This design comes from an exercise in tuning for small area and a short achievable clock period on the open sky130 flow, not from production work. RTL that was checked went through simulation tests only; none was proved equivalent to the original. No activity file was given, so power comes from the tool's default toggle rates.

== cedar ==
// poker_eval_top
module poker_eval_top (
    input  logic        clk,
    input  logic        rst_n,
    input  logic        in_valid,
    input  logic [11:0] hole_cards,
    input  logic [29:0] board_cards,
    output logic        out_valid,
    output logic [17:0] score
);
    function automatic logic [3:0] ge4of7(input logic [6:0] x);
        logic a1, a2, a3, a4, b1, b2, b3;
        a1 = |x[3:0];
        a2 = (x[0] | x[1]) & (x[2] | x[3]) | (x[0] & x[1]) | (x[2] & x[3]);
        a3 = (x[0] & x[1]) & (x[2] | x[3]) | (x[2] & x[3]) & (x[0] | x[1]);
        a4 = &x[3:0];
        b1 = |x[6:4];
        b2 = (x[4] & x[5]) | (x[6] & (x[4] | x[5]));
        b3 = &x[6:4];
        ge4of7 = {a4 | (a3 & b1) | (a2 & b2) | (a1 & b3),
                  a3 | b3 | (a2 & b1) | (a1 & b2),
                  a2 | b2 | (a1 & b1),
                  a1 | b1};
    endfunction
    function automatic logic [2:0] ge7of7(input logic [6:0] x);
        logic a2, a3, a4, b1, b2, b3;
        a2 = (x[0] | x[1]) & (x[2] | x[3]) | (x[0] & x[1]) | (x[2] & x[3]);
        a3 = (x[0] & x[1]) & (x[2] | x[3]) | (x[2] & x[3]) & (x[0] | x[1]);
        a4 = &x[3:0];
        b1 = |x[6:4];
        b2 = (x[4] & x[5]) | (x[6] & (x[4] | x[5]));
        b3 = &x[6:4];
        ge7of7 = {a4 & b3, (a4 & b2) | (a3 & b3), (a4 & b1) | (a3 & b2) | (a2 & b3)};
    endfunction
    logic [41:0] cards;
    logic [12:0] dh [7];                 
    logic [1:0]  fs;                     
    logic [6:0]  inf;                    
    logic [2:0]  fcnt;                   
    logic        flush_d, clr1_d, clr2_d;
    logic [12:0] c0_d, c1_d, c2_d, fm_d;
    assign cards = {board_cards, hole_cards};
    always_comb begin
        logic [6:0] b0, b1;
        logic [3:0] g0, g1;
        for (int i = 0; i < 7; i++)
            for (int k = 0; k < 13; k++) dh[i][k] = (cards[6*i+2 +: 4] == 4'(k + 2));
        for (int i = 0; i < 7; i++) begin
  ...
Size: roughly 75 flip-flops, roughly 64 I/O pins.
clock: 10.0 ns
lec_check: 0
abc_area: 1
cap_margin: 20
core_margin: 2
core_utilization: 40
slew_margin: 20
standard.sh (not shown) runs the stock make flow with config.mk's settings and CLKGATE_MAP_FILE= SYNTH_SCRIPT=/design/flow/synth_recipe.tcl, a recipe that flattens the netlist after the stock synthesis.
==> flow/flow/run.sh <==
#!/bin/bash
# Standard layout, with fast port buffers and timing repair aimed below the clock period.
set -euo pipefail
export BUFFER_PORTS_ARGS="-buffer_cell sky130_fd_sc_hd__buf_2"
export SETUP_SLACK_MARGIN=6.5
bash standard.sh > standard.log 2>&1
diff inputs: cedar => oak
Settings: swapping 40 for 60 in CORE_UTILIZATION.
diff --git a/flow/flow/run.sh b/flow/flow/run.sh
--- a/flow/flow/run.sh
+++ b/flow/flow/run.sh
@@ -4,3 +4,3 @@
 export BUFFER_PORTS_ARGS="-buffer_cell sky130_fd_sc_hd__buf_2"
-export SETUP_SLACK_MARGIN=6.5
+export SETUP_SLACK_MARGIN=6
 bash standard.sh > standard.log 2>&1
Findings:
- Share of the cycle needed by the critical path after routing: oak > cedar
- Min peak supply drop across cedar and oak: cedar
- oak vs cedar — total vias in the final route dropped by a few percent
- oak — critical path depth 4 lower, cedar as reference
- Smallest hold slack, cedar and oak: higher on oak
No functional check of the RTL was part of any run of this note.

========
== build 32 ==
Another version of the RTL of poker_eval_top (not shown whole).
Size in the first run: roughly 1200 cells after synthesis, ~64 I/O pins, ~7200 sq um of cells after synthesis.
==> flow/design.v (excerpt) <==
module poker_eval_top (
    input  logic        clk,
    input  logic        rst_n,
    input  logic        in_valid,
    input  logic [11:0] hole_cards,
    input  logic [29:0] board_cards,
    output logic        out_valid,
    output logic [17:0] score
);
    function automatic logic [3:0] ge4of7(input logic [6:0] x);
        logic a1, a2, a3, a4, b1, b2, b3;
        a1 = |x[3:0];
        a2 = (x[0] | x[1]) & (x[2] | x[3]) | (x[0] & x[1]) | (x[2] & x[3]);
        a3 = (x[0] & x[1]) & (x[2] | x[3]) | (x[2] & x[3]) & (x[0] | x[1]);
        a4 = &x[3:0];
        b1 = |x[6:4];
        b2 = (x[4] & x[5]) | (x[6] & (x[4] | x[5]));
        b3 = &x[6:4];
        ge4of7 = {a4 | (a3 & b1) | (a2 & b2) | (a1 & b3),
                  a3 | b3 | (a2 & b1) | (a1 & b2),
                  a2 | b2 | (a1 & b1),
                  a1 | b1};
    endfunction
    function automatic logic [2:0] ge7of7(input logic [6:0] x);
        logic a2, a3, a4, b1, b2, b3;
        a2 = (x[0] | x[1]) & (x[2] | x[3]) | (x[0] & x[1]) | (x[2] & x[3]);
        a3 = (x[0] & x[1]) & (x[2] | x[3]) | (x[2] & x[3]) & (x[0] | x[1]);
  ...
==> flow/config.mk <==
export PLATFORM = sky130hd
export DESIGN_NAME = poker_eval_top
export DESIGN_NICKNAME = poker_eval_top
export VERILOG_FILES = /design/flow/design.v
export SDC_FILE = /design/flow/constraint.sdc
export NUM_CORES = 4
export LEC_CHECK = 0
export ABC_AREA = 1
export CAP_MARGIN = 20
export CORE_MARGIN = 2
export CORE_UTILIZATION = 40
export CTS_BUF_LIST = sky130_fd_sc_hd__clkbuf_8
export PLACE_DENSITY = 0.7
export SLEW_MARGIN = 20
==> flow/constraint.sdc <==
create_clock -name core_clock -period 10.0 [get_ports {clk}]
set_input_delay 2.0000 -clock core_clock [delete_from_list [all_inputs] [get_ports {clk}]]
set_output_delay 2.0000 -clock core_clock [all_outputs]
set_load 0.01 [all_outputs]
==> flow/flow/run.sh <==
#!/bin/bash
# Standard layout with two changes to synthesis and repair:
# - cell mapping by ABC uses flow/cells.abc (one dc2 pass before the usual
#   dch and map, and no sizing: repair sizes the cells later), everything else in synthesis is the standard flow's own script
# - fast port buffers, and timing repair aimed below the clock period
set -euo pipefail
work=$(pwd)
export BUFFER_PORTS_ARGS="-buffer_cell sky130_fd_sc_hd__buf_2"
export SETUP_SLACK_MARGIN=6

# ORFS's synth.tcl, with the ABC script swapped right after the preamble sets it
sed -e '/^source \$::env(SCRIPTS_DIR)\/synth_preamble.tcl/a set abc_args [lreplace $abc_args 1 1 '"$work"'/flow/cells.abc]' \
    "$FLOW_HOME/scripts/synth.tcl" > "$work/synth_cells.tcl"
grep -q "flow/cells.abc" "$work/synth_cells.tcl"
# The standard flow's synthesis script, sourcing that copy
sed -e 's#^source \$::env(SCRIPTS_DIR)/synth.tcl#source '"$work"'/synth_cells.tcl#' synth_recipe.tcl > "$work/synth_recipe_cells.tcl"
grep -q "synth_cells.tcl" "$work/synth_recipe_cells.tcl"
# The standard flow's layout command, with that synthesis script
sed -e 's#SYNTH_SCRIPT=[^ ]*#SYNTH_SCRIPT='"$work"'/synth_recipe_cells.tcl#' standard.sh > "$work/standard_cells.sh"
grep -q "synth_recipe_cells.tcl" "$work/standard_cells.sh"
bash "$work/standard_cells.sh" > standard.log 2>&1
==> flow/flow/cells.abc <==
strash
dc2
dch
map -B 0.9
topo
stime -c
Here is what was changed in the inputs of build 27 compared with build 32.
Settings: CTS_BUF_LIST: sky130_fd_sc_hd__clkbuf_8 -> unset.
==> flow/flow/run.sh <==
#!/bin/bash
# Standard layout, with fast port buffers and timing repair aimed below the clock period.
set -euo pipefail
export BUFFER_PORTS_ARGS="-buffer_cell sky130_fd_sc_hd__buf_2"
export SETUP_SLACK_MARGIN=6
export RECOVER_POWER=100
bash standard.sh > standard.log 2>&1
removed: flow/flow/cells.abc
### Flow results
The sole clean run among build 27 and build 32 is build 32.
Build 27 finished every stage; the final checks, however, were not passed, the failures being max-capacitance violations, max-slew violations.
The core footprint of build 27 exceeds that of build 32 by about 5%.
Worst hold slack, build 27 and build 32: higher on build 27
Compared build 27 vs build 32, and cell area after technology mapping is up in build 27.
diff inputs: build 27 => build 52
Settings: PLACE_DENSITY no longer set, was 0.7.
-- flow/flow/run.sh --
<<< build 27, line 5
export SETUP_SLACK_MARGIN=6
export RECOVER_POWER=100
>>> build 52, line 5
export SETUP_SLACK_MARGIN=5.7
==> comparison <==
Build 52 finished every stage and its layout cleared the timing, DRC and antenna checks. Build 52 vs build 27 on area of all placed cells without fillers: build 52 is the higher one. Re cell area after placement: no difference whatsoever between build 52 and build 27. Against build 27 as the reference, build 52 delivers a higher post-route met1 wirelength. Count of standard-cell rows: build 27 vs build 52 identical. Worst slew margin relative to its limit: build 52 > build 27. Number of storage elements in the synthesis netlist: build 27 vs build 52 identical.
--- input diff build 52..build 3 ---
Settings: putting PLACE_DENSITY at 0.7 where nothing was set.
-- flow/flow/run.sh --
<<< build 52, line 5
export SETUP_SLACK_MARGIN=5.7
>>> build 3, line 5
export SETUP_SLACK_MARGIN=6
### Flow results
Power: build 3 vs build 52 down 0.030 mW
On build 3: fraction of power consumed by combinational cells is 1.0 points higher than what build 52 gave.
Between build 52 and build 3, the global routing met3 resource utilization does not differ in any meaningful way.
Build 3 against build 52; first-pass GRT wire length is down by a few percent.
For the portion of total power attributed to the clock network, build 3 came in 1.6 points lower than build 52 did.
The core of build 3 is more densely filled than that of build 52.
Build 3 ends up with a share of cells above drive strength 1 that is 1.1 points higher than in build 52.
Summary of build 3 over build 52: length of routed wiring on met1 now smaller, largest fanout of any net on the critical path now smaller.
--- input diff build 3..build 2 ---
Settings: PLACE_DENSITY no longer set, was 0.7.
Notes after the runs:
- Build 2 finished end to end and its layout was clean on timing, DRC and antenna.
- Build 2 vs. build 3: clock buffer instance count of the final layout grew by 2; remaining max-slew budget at the tightest pin rose 4.2 points.
- Compared to build 3, the router laid down more metal wire for build 2.
- The length in cells of the worst reg-to-reg path of build 2 exceeds that of build 3 by 1.
- Iteration count of the initial detailed-routing pass, build 2 and build 3: higher on build 3
- Changes observed in build 2 relative to build 3: detailed-route via count went down by 0.70%; minimum clock period after layout now larger.
Input changes introduced in build 26 (baseline for comparison: build 2):
Settings: putting CTS_BUF_LIST at sky130_fd_sc_hd__clkbuf_8 where nothing was set; putting PLACE_DENSITY at 0.7 where nothing was set.
==> flow/flow/run.sh <==
#!/bin/bash
# Standard layout with two changes to synthesis and repair:
# - cell mapping by ABC uses flow/cells.abc (one dc2 pass, then dch -f, before the usual
#   map), everything else in synthesis is the standard flow's own script
# - fast port buffers, and timing repair aimed below the clock period
set -euo pipefail
work=$(pwd)
export BUFFER_PORTS_ARGS="-buffer_cell sky130_fd_sc_hd__buf_2"
export SETUP_SLACK_MARGIN=6

# ORFS's synth.tcl, with the ABC script swapped right after the preamble sets it
sed -e '/^source \$::env(SCRIPTS_DIR)\/synth_preamble.tcl/a set abc_args [lreplace $abc_args 1 1 '"$work"'/flow/cells.abc]' \
    "$FLOW_HOME/scripts/synth.tcl" > "$work/synth_cells.tcl"
grep -q "flow/cells.abc" "$work/synth_cells.tcl"
# The standard flow's synthesis script, sourcing that copy
sed -e 's#^source \$::env(SCRIPTS_DIR)/synth.tcl#source '"$work"'/synth_cells.tcl#' synth_recipe.tcl > "$work/synth_recipe_cells.tcl"
grep -q "synth_cells.tcl" "$work/synth_recipe_cells.tcl"
# The standard flow's layout command, with that synthesis script
sed -e 's#SYNTH_SCRIPT=[^ ]*#SYNTH_SCRIPT='"$work"'/synth_recipe_cells.tcl#' standard.sh > "$work/standard_cells.sh"
grep -q "synth_recipe_cells.tcl" "$work/standard_cells.sh"
bash "$work/standard_cells.sh" > standard.log 2>&1
==> flow/flow/cells.abc (new file) <==
strash
dc2
dch -f
map -B 0.9
topo
stime -c
buffer -c
upsize -c
dnsize -c
### Flow results
Combinational power, build 26 and build 2: larger value in build 2
On number of instances resized during post-cts repair, the higher figure sits with build 2, not build 26.
Summary — die outline height, build 26 relative to build 2: lower, by about 1.3%.
Build 2 -> build 26: xor and xnor area share after synthesis flat
Any difference in flip-flop and latch area between build 2 and build 26 is small enough to ignore.
In the reports for build 26 and build 2, the smaller starting utilization of the core area belongs to build 2.
| setup slack | build 26 vs build 2 | better |
Going from build 2 to build 26, sum of routed wire length over all layers shrinks by 10%.
I/O pin count: build 26 vs build 2 identical
Build 26 and build 2 ended up with roughly the same clock skew after layout.
The lower first-pass GRT wire length of build 26 and build 2 is in build 26.

afterwards: timing with drivers on the ports:
The results above use ideal ports. As a check the final layouts listed here were re-extracted and re-timed, cells and wires unchanged. Step 1 (the two cells are an assumption about what drives the block):
set clk [get_ports {clk}]
set_driving_cell -lib_cell sky130_fd_sc_hd__clkbuf_16 $clk
set_driving_cell -lib_cell sky130_fd_sc_hd__buf_2 [delete_from_list [all_inputs] $clk]
Step 2 also shifts input and output timing later by t, the mid clock arrival at the registers, as if the neighbouring blocks saw the same clock. Three values: ideal ports, drivers, drivers and shift; two values: the first two.
run | t, ns | slack for setup (ns) | hold WS [ns] | worst setup path at the end
cedar | 0.388 | 6.375 / 6.382 / 5.994 | 0.467 / 0.467 / 0.467 | input to register
oak | 0.381 | 6.171 / 6.193 / 5.812 | 0.474 / 0.474 / 0.474 | input to register
build 32 | 0.406 | 6.039 / 6.053 / 5.647 | 0.484 / 0.484 / 0.484 | input to register
build 27 | 0.383 | 3.983 / 3.983 / 3.983 | 0.493 / 0.493 / 0.493 | register to register
build 52 | 0.383 | 5.886 / 5.911 / 5.528 | 0.476 / 0.476 / 0.476 | input to register
build 3 | 0.384 | 6.259 / 6.284 / 5.900 | 0.475 / 0.475 / 0.475 | input to register
build 2 | 0.386 | 6.129 / 6.155 / 5.769 | 0.475 / 0.475 / 0.475 | input to register
build 26 | 0.401 | 6.182 / 6.202 / 5.801 | 0.480 / 0.480 / 0.480 | input to register
For build 32, which loses most, drivers alone change the setup slack by +0.014 ns; drivers and shift together by -0.392 ns.
